Context: an optimization exercise on an open-source flow, tuned for small area. The choices shown serve that exercise and are no tape-out recipe.
At most, simulation tests tie the RTL to the original design; equivalence was not proved.
Power is estimated from default activity; no workload was simulated.

==> inputs of run B <==
// lut_mult_loader
module lut_mult_loader #(
    parameter int ADDR_W = DEF_ADDR_W,
    parameter int COEF_W = DEF_COEF_W,
    parameter int DATA_W = DEF_DATA_W
) (
    input  logic              clk,
    input  logic              rst,
    input  logic              start,
    input  logic [COEF_W-1:0] coef,
    output logic              busy,
    output logic              done,
    output logic              table_valid,
    input  logic [ADDR_W-1:0] rd_addr,
    output logic [DATA_W-1:0] rd_data
);
clock: 10.0 ns
lec_check: 0
cap_margin: 0
core_margin: 2
core_utilization: 40
gpl_timing_driven: 0
slew_margin: 0
synth_hierarchical: 1
standard.sh (not shown) runs the stock make flow with config.mk's settings and CLKGATE_MAP_FILE= SYNTH_SCRIPT=/design/flow/synth_recipe.tcl, a recipe that flattens the netlist after the stock synthesis.
==> flow/flow/run.sh <==
#!/bin/bash
# Own layout flow: the standard flow, except that
#  - the port buffers buffer_ports inserts are the smallest buffer,
#    sky130_fd_sc_hd__buf_1 (every input and output port still gets one);
#  - clock tree synthesis is told not to add dummy loads and to cluster all
#    sinks together, so the small clock net needs few buffers;
#  - the buffers synthesis leaves are removed at floorplan (as global
#    placement does when it is timing driven, which it is not here).
set -euo pipefail
bash standard.sh \
  "BUFFER_PORTS_ARGS=-buffer_cell sky130_fd_sc_hd__buf_1" \
  "CTS_ARGS=-sink_clustering_enable -repair_clock_nets -dont_use_dummy_load -sink_clustering_size 30 -sink_clustering_max_diameter 200 -buf_list sky130_fd_sc_hd__clkbuf_4" \
  REMOVE_ABC_BUFFERS=1 \
  finish > standard_make.log 2>&1
==> inputs of run R, as changes to run B <==
--- a/flow/flow/run.sh
+++ b/flow/flow/run.sh
@@ -10,5 +10,5 @@
 bash standard.sh \
   "BUFFER_PORTS_ARGS=-buffer_cell sky130_fd_sc_hd__buf_1" \
   "CTS_ARGS=-sink_clustering_enable -repair_clock_nets -dont_use_dummy_load -sink_clustering_size 30 -sink_clustering_max_diameter 200 -buf_list sky130_fd_sc_hd__clkbuf_4" \
-  REMOVE_ABC_BUFFERS=1 \
+  REMOVE_ABC_BUFFERS=1 SKIP_CTS_REPAIR_TIMING=1 SKIP_INCREMENTAL_REPAIR=1 \
   finish > standard_make.log 2>&1
==> results.txt <==
Run R completed, yet does not pass: setup timing. Run B passed the timing, DRC and antenna checks. Final cell count is the same in run B and run R. In run B the worst setup slack is better than in run R, by 0.25 ns. Clock power is about the same in run B and run R. Power: run B is higher than run R (about 0.3%). Of run B and run R, run B has the higher core utilization (gap 0.47 points). Against run B, the first-iteration DRC count of run R is smaller by 43%.
Function was not checked in any run of this note: the RTL went through the layout flow alone.

* * *

==> run a <==
lut_mult_loader, a different RTL version from the one above (not shown whole).
==> module lut_mult_loader, before the edit <==
module lut_mult_loader #(
    parameter int ADDR_W = DEF_ADDR_W,
    parameter int COEF_W = DEF_COEF_W,
    parameter int DATA_W = DEF_DATA_W
) (
    input  logic              clk,
    input  logic              rst,
    input  logic              start,
    input  logic [COEF_W-1:0] coef,
    output logic              busy,
    output logic              done,
    output logic              table_valid,
    input  logic [ADDR_W-1:0] rd_addr,
    output logic [DATA_W-1:0] rd_data
);
    logic [8:0]        lfsr;
    logic [COEF_W-1:0] coef_q;
    logic              accept;
    logic              last;
    assign accept = start & ~busy;
    assign last   = lfsr[8] & lfsr[7] & lfsr[6] & lfsr[5] & lfsr[2] & lfsr[1];
    always_ff @(posedge clk or posedge rst) begin
        if (rst) begin
            busy        <= 1'b0;
            table_valid <= 1'b0;
        end else begin
            busy        <= busy ? ~last : start;
            table_valid <= busy ? last : (table_valid & ~start);
        end
    end
    always_ff @(posedge clk) begin
        lfsr <= busy ? {lfsr[7:0], ~(lfsr[8] ^ lfsr[3])} : 9'd0;
    end
    assign done = table_valid & ~busy & lfsr[8];
    always_ff @(posedge clk) begin
        if (accept) coef_q <= coef;
    end
    lut_ram_1w1r #(
        .ADDR_W (ADDR_W),
        .COEF_W (COEF_W),
        .DATA_W (DATA_W)
    ) u_ram (
        .raddr (rd_addr),
        .coef  (coef_q),
        .rdata (rd_data)
    );
endmodule
export LEC_CHECK = 0
export CAP_MARGIN = 0
export CORE_MARGIN = 2
export CORE_UTILIZATION = 40
export GPL_TIMING_DRIVEN = 0
export SLEW_MARGIN = 0
export SYNTH_HIERARCHICAL = 1
create_clock -name core_clock -period 10.0 [get_ports {clk}]
==> flow/flow/run.sh <==
#!/bin/bash
# Own layout flow: the standard flow, except that
#  - the port buffers buffer_ports inserts are the smallest buffer,
#    sky130_fd_sc_hd__buf_1 (every input and output port still gets one);
#  - clock tree synthesis is told not to add dummy loads and to cluster all
#    sinks together, so the small clock net needs few buffers;
#  - the buffers synthesis leaves are removed at floorplan (as global
#    placement does when it is timing driven, which it is not here).
set -euo pipefail
bash standard.sh \
  "BUFFER_PORTS_ARGS=-buffer_cell sky130_fd_sc_hd__buf_1" \
  "CTS_ARGS=-sink_clustering_enable -repair_clock_nets -dont_use_dummy_load -sink_clustering_size 30 -sink_clustering_max_diameter 200 -buf_list sky130_fd_sc_hd__clkbuf_4" \
  REMOVE_ABC_BUFFERS=1 \
  finish > standard_make.log 2>&1
==> run b: changes against run a <==
--- a/flow/design.v
+++ b/flow/design.v
@@ -102,24 +102,24 @@
     logic fc3;
     logic fs4;
     logic fc4;
     logic fs5;
     logic fc5;
     logic hs3;
     logic hc3;
+    logic hs4;
+    logic hc4;
     logic fs6;
     logic fc6;
     logic fs7;
     logic fc7;
     logic fs8;
     logic fc8;
     logic fs9;
     logic fc9;
-    logic hs4;
-    logic hc4;
     logic fs10;
     logic fc10;
     logic fs11;
     logic fc11;
     logic fs12;
     logic fc12;
     logic fs13;
@@ -258,56 +258,56 @@
     assign pp7_1 = ~(raddr[7] & coef[1]);
     assign pp7_2 = ~(raddr[7] & coef[2]);
     assign pp7_3 = ~(raddr[7] & coef[3]);
     assign pp7_4 = ~(raddr[7] & coef[4]);
     assign pp7_5 = ~(raddr[7] & coef[5]);
     assign pp7_6 = ~(raddr[7] & coef[6]);
     assign pp7_7 = ~(raddr[7] & coef[7]);
-    lut_hs u_hs0 (.a(pp0_1), .b(pp1_0), .s(hs0));
+    lut_hx u_hs0 (.a(pp0_1), .b(pp1_0), .s(hs0));
     lut_hc u_hc0 (.a(pp0_1), .b(pp1_0), .co(hc0));
     lut_fa u_fa0 (.a(pp0_2), .b(pp1_1), .c(pp2_0), .s(fs0), .co(fc0));
-    lut_hs u_hs1 (.a(hc0), .b(fs0), .s(hs1));
+    lut_hx u_hs1 (.a(hc0), .b(fs0), .s(hs1));
     lut_hc u_hc1 (.a(hc0), .b(fs0), .co(hc1));
     lut_fa u_fa1 (.a(pp0_3), .b(pp1_2), .c(pp2_1), .s(fs1), .co(fc1));
     lut_fa u_fa2 (.a(pp3_0), .b(fc0), .c(fs1), .s(fs2), .co(fc2));
-    lut_hs u_hs2 (.a(hc1), .b(fs2), .s(hs2));
+    lut_hx u_hs2 (.a(hc1), .b(fs2), .s(hs2));
     lut_hc u_hc2 (.a(hc1), .b(fs2), .co(hc2));
     lut_fa u_fa3 (.a(pp0_4), .b(pp1_3), .c(pp2_2), .s(fs3), .co(fc3));
     lut_fa u_fa4 (.a(pp3_1), .b(pp4_0), .c(fc1), .s(fs4), .co(fc4));
     lut_fa u_fa5 (.a(fs3), .b(fc2), .c(fs4), .s(fs5), .co(fc5));
-    lut_hs u_hs3 (.a(hc2), .b(fs5), .s(hs3));
+    lut_hx u_hs3 (.a(hc2), .b(fs5), .s(hs3));
     lut_hc u_hc3 (.a(hc2), .b(fs5), .co(hc3));
-    lut_fa u_fa6 (.a(pp0_5), .b(pp1_4), .c(pp2_3), .s(fs6), .co(fc6));
-    lut_fa u_fa7 (.a(pp3_2), .b(pp4_1), .c(pp5_0), .s(fs7), .co(fc7));
-    lut_fa u_fa8 (.a(fc3), .b(fs6), .c(fs7), .s(fs8), .co(fc8));
-    lut_fa u_fa9 (.a(fc4), .b(fs8), .c(fc5), .s(fs9), .co(fc9));
-    lut_hs u_hs4 (.a(hc3), .b(fs9), .s(hs4));
-    lut_hc u_hc4 (.a(hc3), .b(fs9), .co(hc4));
+    lut_hs u_hs4 (.a(pp0_5), .b(pp1_4), .s(hs4));
+    lut_hc u_hc4 (.a(pp0_5), .b(pp1_4), .co(hc4));
+    lut_fa u_fa6 (.a(pp2_3), .b(pp3_2), .c(pp4_1), .s(fs6), .co(fc6));
+    lut_fa u_fa7 (.a(pp5_0), .b(hs4), .c(fc3), .s(fs7), .co(fc7));
+    lut_fa u_fa8 (.a(fs6), .b(fc4), .c(fs7), .s(fs8), .co(fc8));
+    lut_fa u_fa9 (.a(fc5), .b(fs8), .c(hc3), .s(fs9), .co(fc9));
     lut_fa u_fa10 (.a(pp0_6), .b(pp1_5), .c(pp2_4), .s(fs10), .co(fc10));
     lut_fa u_fa11 (.a(pp3_3), .b(pp4_2), .c(pp5_1), .s(fs11), .co(fc11));
-    lut_fa u_fa12 (.a(pp6_0), .b(fc6), .c(fc7), .s(fs12), .co(fc12));
-    lut_fa u_fa13 (.a(fs10), .b(fs11), .c(fc8), .s(fs13), .co(fc13));
-    lut_fa u_fa14 (.a(fs12), .b(fs13), .c(fc9), .s(fs14), .co(fc14));
-    lut_hs u_hs5 (.a(hc4), .b(fs14), .s(hs5));
-    lut_hc u_hc5 (.a(hc4), .b(fs14), .co(hc5));
+    lut_fa u_fa12 (.a(pp6_0), .b(hc4), .c(fc6), .s(fs12), .co(fc12));
+    lut_fa u_fa13 (.a(fs10), .b(fs11), .c(fc7), .s(fs13), .co(fc13));
+    lut_fa u_fa14 (.a(fs12), .b(fc8), .c(fs13), .s(fs14), .co(fc14));
+    lut_hx u_hs5 (.a(fs14), .b(fc9), .s(hs5));
+    lut_hc u_hc5 (.a(fs14), .b(fc9), .co(hc5));
     lut_fa u_fa15 (.a(pp0_7), .b(pp1_6), .c(pp2_5), .s(fs15), .co(fc15));
     lut_fa u_fa16 (.a(pp3_4), .b(pp4_3), .c(pp5_2), .s(fs16), .co(fc16));
     lut_fa u_fa17 (.a(pp6_1), .b(pp7_0), .c(fc10), .s(fs17), .co(fc17));
     lut_fa u_fa18 (.a(fc11), .b(fs15), .c(fs16), .s(fs18), .co(fc18));
     lut_fa u_fa19 (.a(fc12), .b(fs17), .c(fs18), .s(fs19), .co(fc19));
     lut_fa u_fa20 (.a(fc13), .b(fs19), .c(fc14), .s(fs20), .co(fc20));
-    lut_hs u_hs6 (.a(hc5), .b(fs20), .s(hs6));
-    lut_hc u_hc6 (.a(hc5), .b(fs20), .co(hc6));
+    lut_hx u_hs6 (.a(fs20), .b(hc5), .s(hs6));
+    lut_hc u_hc6 (.a(fs20), .b(hc5), .co(hc6));
     lut_fa u_fa21 (.a(pp1_7), .b(pp2_6), .c(pp3_5), .s(fs21), .co(fc21));
     lut_fa u_fa22 (.a(pp4_4), .b(pp5_3), .c(pp6_2), .s(fs22), .co(fc22));
     lut_fa u_fa23 (.a(pp7_1), .b(fc15), .c(fc16), .s(fs23), .co(fc23));
     lut_fa u_fa24 (.a(fs21), .b(fs22), .c(fc17), .s(fs24), .co(fc24));
     lut_fa u_fa25 (.a(fc18), .b(fs23), .c(fs24), .s(fs25), .co(fc25));
     lut_fa u_fa26 (.a(fc19), .b(fs25), .c(fc20), .s(fs26), .co(fc26));
-    lut_hs u_hs7 (.a(hc6), .b(fs26), .s(hs7));
+    lut_hx u_hs7 (.a(hc6), .b(fs26), .s(hs7));
     lut_hc u_hc7 (.a(hc6), .b(fs26), .co(hc7));
     lut_fa u_fa27 (.a(pp2_7), .b(pp3_6), .c(pp4_5), .s(fs27), .co(fc27));
     lut_fa u_fa28 (.a(pp5_4), .b(pp6_3), .c(pp7_2), .s(fs28), .co(fc28));
     lut_fa u_fa29 (.a(fc21), .b(fc22), .c(fs27), .s(fs29), .co(fc29));
     lut_fa u_fa30 (.a(fs28), .b(fc23), .c(fs29), .s(fs30), .co(fc30));
     lut_fa u_fa31 (.a(fc24), .b(fs30), .c(fc25), .s(fs31), .co(fc31));
     lut_fa u_fa32 (.a(fs31), .b(fc26), .c(hc7), .s(fs32), .co(fc32));
@@ -322,15 +322,15 @@
     lut_fa u_fa41 (.a(fs40), .b(fc36), .c(fc37), .s(fs41), .co(fc41));
     lut_fa u_fa42 (.a(pp5_7), .b(pp6_6), .c(pp7_5), .s(fs42), .co(fc42));
     lut_fa u_fa43 (.a(fc38), .b(fs42), .c(fc39), .s(fs43), .co(fc43));
     lut_fa u_fa44 (.a(fs43), .b(fc40), .c(fc41), .s(fs44), .co(fc44));
     lut_fa u_fa45 (.a(pp6_7), .b(pp7_6), .c(fc42), .s(fs45), .co(fc45));
     lut_fa u_fa46 (.a(fs45), .b(fc43), .c(fc44), .s(fs46), .co(fc46));
     lut_fa u_fa47 (.a(pp7_7), .b(fc45), .c(fc46), .s(fs47), .co(fc47));
-    assign rdata = ~{fc47, fs47, fs46, fs44, fs41, fs37, fs32, hs7, hs6, hs5, hs4, hs3, hs2, hs1, hs0, pp0_0};
+    assign rdata = {~fc47, ~fs47, ~fs46, ~fs44, ~fs41, ~fs37, ~fs32, hs7, hs6, hs5, ~fs9, hs3, hs2, hs1, hs0, ~pp0_0};
 endmodule
 module lut_fa (
     input  logic a,
     input  logic b,
     input  logic c,
     output logic s,
     output logic co
@@ -341,14 +341,21 @@
 module lut_hs (
     input  logic a,
     input  logic b,
     output logic s
 );
     assign s = ~(a ^ b);
 endmodule
+module lut_hx (
+    input  logic a,
+    input  logic b,
+    output logic s
+);
+    assign s = a ^ b;
+endmodule
 module lut_hc (
     input  logic a,
     input  logic b,
     output logic co
 );
     assign co = a | b;
 endmodule
@@ -364,33 +371,33 @@
     input  logic [COEF_W-1:0] coef,
     output logic              busy,
     output logic              done,
     output logic              table_valid,
     input  logic [ADDR_W-1:0] rd_addr,
     output logic [DATA_W-1:0] rd_data
 );
-    logic [8:0]        lfsr;
+    logic [8:0]        timer;
     logic [COEF_W-1:0] coef_q;
     logic              accept;
     logic              last;
     assign accept = start & ~busy;
-    assign last   = lfsr[8] & lfsr[7] & lfsr[6] & lfsr[5] & lfsr[2] & lfsr[1];
+    assign last   = timer[7] & timer[3] & timer[1] & ~timer[8] & ~timer[6] & ~timer[2];
     always_ff @(posedge clk or posedge rst) begin
         if (rst) begin
             busy        <= 1'b0;
             table_valid <= 1'b0;
         end else begin
             busy        <= busy ? ~last : start;
             table_valid <= busy ? last : (table_valid & ~start);
         end
     end
     always_ff @(posedge clk) begin
-        lfsr <= busy ? {lfsr[7:0], ~(lfsr[8] ^ lfsr[3])} : 9'd0;
+        timer <= busy ? {~timer[7:0], timer[8] ^ timer[4]} : '1;
     end
-    assign done = table_valid & ~busy & lfsr[8];
+    assign done = table_valid & ~busy & ~timer[8];
     always_ff @(posedge clk) begin
         if (accept) coef_q <= coef;
     end
     lut_ram_1w1r #(
         .ADDR_W (ADDR_W),
         .COEF_W (COEF_W),
         .DATA_W (DATA_W)
==> flow/run.sh (new file) <==
#!/bin/bash
# synth_recipe.tcl (not shown) runs the flow's synth.tcl, then flattens the netlist and writes it again
# the make line also repeats each setting of config.mk as NAME=value (left out here)
make -C /OpenROAD-flow-scripts/flow DESIGN_CONFIG=/design/flow/config.mk WORK_HOME=/design/flow/orfs CLKGATE_MAP_FILE= SYNTH_SCRIPT=/design/flow/synth_recipe.tcl finish
- CAP_MARGIN: 0 -> 20
- GPL_TIMING_DRIVEN: 0 -> not set
- SLEW_MARGIN: 0 -> 20
removed: flow/flow/run.sh
removed: flow/standard.sh
==> run c: changes against run a <==
--- a/flow/design.v
+++ b/flow/design.v
@@ -364,33 +364,33 @@
     input  logic [COEF_W-1:0] coef,
     output logic              busy,
     output logic              done,
     output logic              table_valid,
     input  logic [ADDR_W-1:0] rd_addr,
     output logic [DATA_W-1:0] rd_data
 );
-    logic [8:0]        lfsr;
+    logic [8:0]        timer;
     logic [COEF_W-1:0] coef_q;
     logic              accept;
     logic              last;
     assign accept = start & ~busy;
-    assign last   = lfsr[8] & lfsr[7] & lfsr[6] & lfsr[5] & lfsr[2] & lfsr[1];
+    assign last   = timer[7] & timer[3] & timer[1] & ~timer[8] & ~timer[6] & ~timer[2];
     always_ff @(posedge clk or posedge rst) begin
         if (rst) begin
             busy        <= 1'b0;
             table_valid <= 1'b0;
         end else begin
             busy        <= busy ? ~last : start;
             table_valid <= busy ? last : (table_valid & ~start);
         end
     end
     always_ff @(posedge clk) begin
-        lfsr <= busy ? {lfsr[7:0], ~(lfsr[8] ^ lfsr[3])} : 9'd0;
+        timer <= busy ? {~timer[7:0], timer[8] ^ timer[4]} : '1;
     end
-    assign done = table_valid & ~busy & lfsr[8];
+    assign done = table_valid & ~busy & ~timer[8];
     always_ff @(posedge clk) begin
         if (accept) coef_q <= coef;
     end
     lut_ram_1w1r #(
         .ADDR_W (ADDR_W),
         .COEF_W (COEF_W),
         .DATA_W (DATA_W)
==> summary of the runs <==
The highest setup slack belongs to run c, the lowest to run a. Total power: run a < run c < run b. Global-route usage: run c is lower than run a (0.14 points). Between run b and run c, the lower critical path depth is in run b (gap 1). Cell count, highest first: run b, run a, run c. Die area: run c < run a < run b. Against run a, the combinational power of run b is higher by 47%. The lowest maximum frequency belongs to run a, the highest to run c. Sequential share of layout area, lowest first: run b, run a, run c. In run c the clock power is smaller than in run b, by about 35%. The highest synthesized area belongs to run b, the lowest to run c.
For run a and run c, only the layout was checked, not whether the RTL still works.

what the ideal ports hide:
The flow's constraints put no driver on any port. The routed layouts listed below were extracted and timed again, unchanged, in two steps.
Step 1: set_driving_cell puts a clkbuf_16 on clk and a buf_2 on each other input, an assumption about the parent block.
Step 2, shift: input delay + t, output delay - t, t = (earliest + latest rising clock arrival at the registers) / 2. This alone moves slack from input paths to output paths.
Slacks: ideal ports / drivers / drivers and shift; pairs: ideal ports / drivers.
run | shift t [ns] | slack for setup (ns) | worst setup path after step 2 | latest minus earliest clock arrival (ns)
run B of note 1 | 0.303 | 0.227 / 0.193 / 0.193 | input to output | 0.000 / 0.000
run R of note 1 | 0.303 | -0.019 / -0.049 / -0.049 | input to output | 0.000 / 0.000
run a of note 2 | 0.300 | 0.204 / 0.184 / 0.184 | input to output | 0.001 / 0.002
run b of note 2 | 0.282 | 0.218 / 0.187 / 0.187 | input to output | 0.004 / 0.005
run c of note 2 | 0.310 | 0.224 / 0.196 / 0.196 | input to output | 0.003 / 0.003
For run B of note 1, which loses most, drivers alone change the setup slack by -0.034 ns; drivers and shift together by -0.034 ns.
